Background: an optimization exercise with open tools, aiming at small area, a short achievable clock period and few clock cycles. Do not read the settings as production practice.
Function was checked by simulation only, so behaviour that the tests miss may differ from the original.
No activity file was given, so power comes from the tool's default toggle rates.

Setup of exp/ember:
// exec_core
module exec_core (
  input  logic     clk,
  input  logic     arst_n,
  input  logic     instr_valid,
  input  mips_pkg::word_t    instr_word,
  input  mips_pkg::word_t    instr_pc,
  output logic     instr_credit,
  output logic     retire_valid,
  output mips_pkg::word_t    retire_pc,
  output mips_pkg::word_t    retire_next_pc,
  output logic     retire_wr_en,
  output mips_pkg::reg_idx_t retire_wr_idx,
  output mips_pkg::word_t    retire_wr_data,
  output logic     retire_store,
  output mips_pkg::word_t    retire_addr,
  output mips_pkg::word_t    retire_store_data,
  output logic     retire_syscall,
  output logic     retire_illegal,
  input  logic     retire_credit
);
export LEC_CHECK = 0
export CAP_MARGIN = 20
export CORE_MARGIN = 2
export CORE_UTILIZATION = 60
export CTS_CLUSTER_DIAMETER = 100
export CTS_CLUSTER_SIZE = 20
export PLACE_DENSITY = 0.72
export SLEW_MARGIN = 20
export SYNTH_HIERARCHICAL = 1
create_clock -name core_clock -period 125.0 [get_ports {clk}]
standard.sh (not shown) runs the stock make flow with config.mk's settings and CLKGATE_MAP_FILE= SYNTH_SCRIPT=/design/flow/synth_recipe.tcl, a recipe that flattens the netlist after the stock synthesis.
==> flow/flow/run.sh <==
#!/bin/bash
# Own layout flow: the standard flow (standard.sh: the standard synthesis
# and every step unchanged), with one change made through ORFS's own
# BUFFER_PORTS_ARGS variable: every input and output port is buffered by
# sky130_fd_sc_hd__buf_2 (buffer_ports otherwise picks a slow delay cell).
set -euo pipefail
export BUFFER_PORTS_ARGS="-buffer_cell sky130_fd_sc_hd__buf_2"
bash standard.sh > standard.log 2>&1
Testbench counts of exp/ember, summed over its fixed seeds: cycles 16,359.
Input-level comparison between exp/xenon and exp/ember:
diff --git a/flow/config.mk b/flow/config.mk
--- a/flow/config.mk
+++ b/flow/config.mk
@@ -11,2 +11,2 @@
-export CTS_CLUSTER_DIAMETER = 100
-export CTS_CLUSTER_SIZE = 20
+export CTS_CLUSTER_DIAMETER = 90
+export CTS_CLUSTER_SIZE = 24
Results
The placed wire-length estimate on exp/xenon is in line with that on exp/ember. Fraction of power consumed by sequential logic was lower in the run labelled exp/ember. The share of total power in combinational logic in exp/xenon sits 0.5 points above the value recorded for exp/ember. Diff exp/ember -> exp/xenon | clock network power share | decrease of 1.0 points. Looking at area growth from synthesis to layout, exp/xenon sits below exp/ember.

---

Another version of the RTL of exec_core (not shown whole).
For scale: ~240 I/O pins.
export LEC_CHECK = 0
export CAP_MARGIN = 20
export CORE_MARGIN = 2
export CORE_UTILIZATION = 60
export CTS_CLUSTER_DIAMETER = 100
export CTS_CLUSTER_SIZE = 20
export PLACE_DENSITY = 0.72
export SLEW_MARGIN = 20
export SYNTH_HIERARCHICAL = 1
create_clock -name core_clock -period 125.0 [get_ports {clk}]
Scripts as last shown in full above: flow/flow/run.sh
The baseline went through all stages and came out clean.
Testbench counts at the start, summed over its fixed seeds: cycles 16,359.
==> next run, changes <==
CTS_CLUSTER_DIAMETER = 90   (was 100)
CTS_CLUSTER_SIZE = 24   (was 20)
Result:
- The changed run completed with no timing, DRC or antenna violations
- non-clock buffer count rose by 5
- cell area fell by about 0.34%
- synthesized area stays the same
- clock power fell by 5.8%
- critical path depth does not change

---

Setup of the previous run:
Another version of the RTL of exec_core (not shown whole).
Size: about 240 I/O pins.
export LEC_CHECK = 0
export CAP_MARGIN = 20
export CORE_MARGIN = 2
export CORE_UTILIZATION = 60
export CTS_CLUSTER_DIAMETER = 90
export CTS_CLUSTER_SIZE = 24
export PLACE_DENSITY = 0.72
export SLEW_MARGIN = 20
export SYNTH_HIERARCHICAL = 1
create_clock -name core_clock -period 125.0 [get_ports {clk}]
Scripts as last shown in full above: flow/flow/run.sh
Testbench counts of the previous run, summed over its fixed seeds: cycles 16,359.
What the current run does differently from the previous run at the input level:
--- a/flow/config.mk
+++ b/flow/config.mk
@@ -10,4 +10,4 @@
 export CORE_UTILIZATION = 60
-export CTS_CLUSTER_DIAMETER = 90
-export CTS_CLUSTER_SIZE = 24
+export CTS_CLUSTER_DIAMETER = 100
+export CTS_CLUSTER_SIZE = 20
 export PLACE_DENSITY = 0.72
Per the comparison of the current run with the previous run, net count reported at finish roughly the same; remaining design rule violation count roughly the same; total power higher; relative contribution of combinational cells to total power lower; share of cells above drive strength 1 higher. | combinational power | the previous run vs the current run | ≈ equal |. Re number of ordinary inverters in the final layout: no difference whatsoever between the current run and the previous run.

[separate check: timing with driven ports]
The flow's constraints put no driver on any port. The routed layouts listed below were extracted and timed again, unchanged, in two steps.
Step 1 assumes that a clkbuf_16 drives the clock port and a buf_2 every other input.
Step 2, shift: input delay + t, output delay - t, t = (earliest + latest rising clock arrival at the registers) / 2. This alone moves slack from input paths to output paths.
a / b / c = ideal ports / drivers / drivers and shift; a / b = the first two.
run	shift t [ns]	setup WS [ns]	cell pins on the clock port's net
exp/ember	0.997	98.591 / 98.477 / 98.876	1
exp/xenon	0.989	98.580 / 98.472 / 98.894	1
the first run of note 2	0.996	98.509 / 98.408 / 98.213	1
the second run of note 2	0.987	98.538 / 98.430 / 98.260	1
the previous run	1.004	98.581 / 98.461 / 98.824	1
the current run	1.018	98.563 / 98.461 / 98.808	1
After both steps setup and hold are still met in every run listed. For the first run of note 2, which loses most, drivers alone change the setup slack by -0.101 ns; drivers and shift together by -0.296 ns.
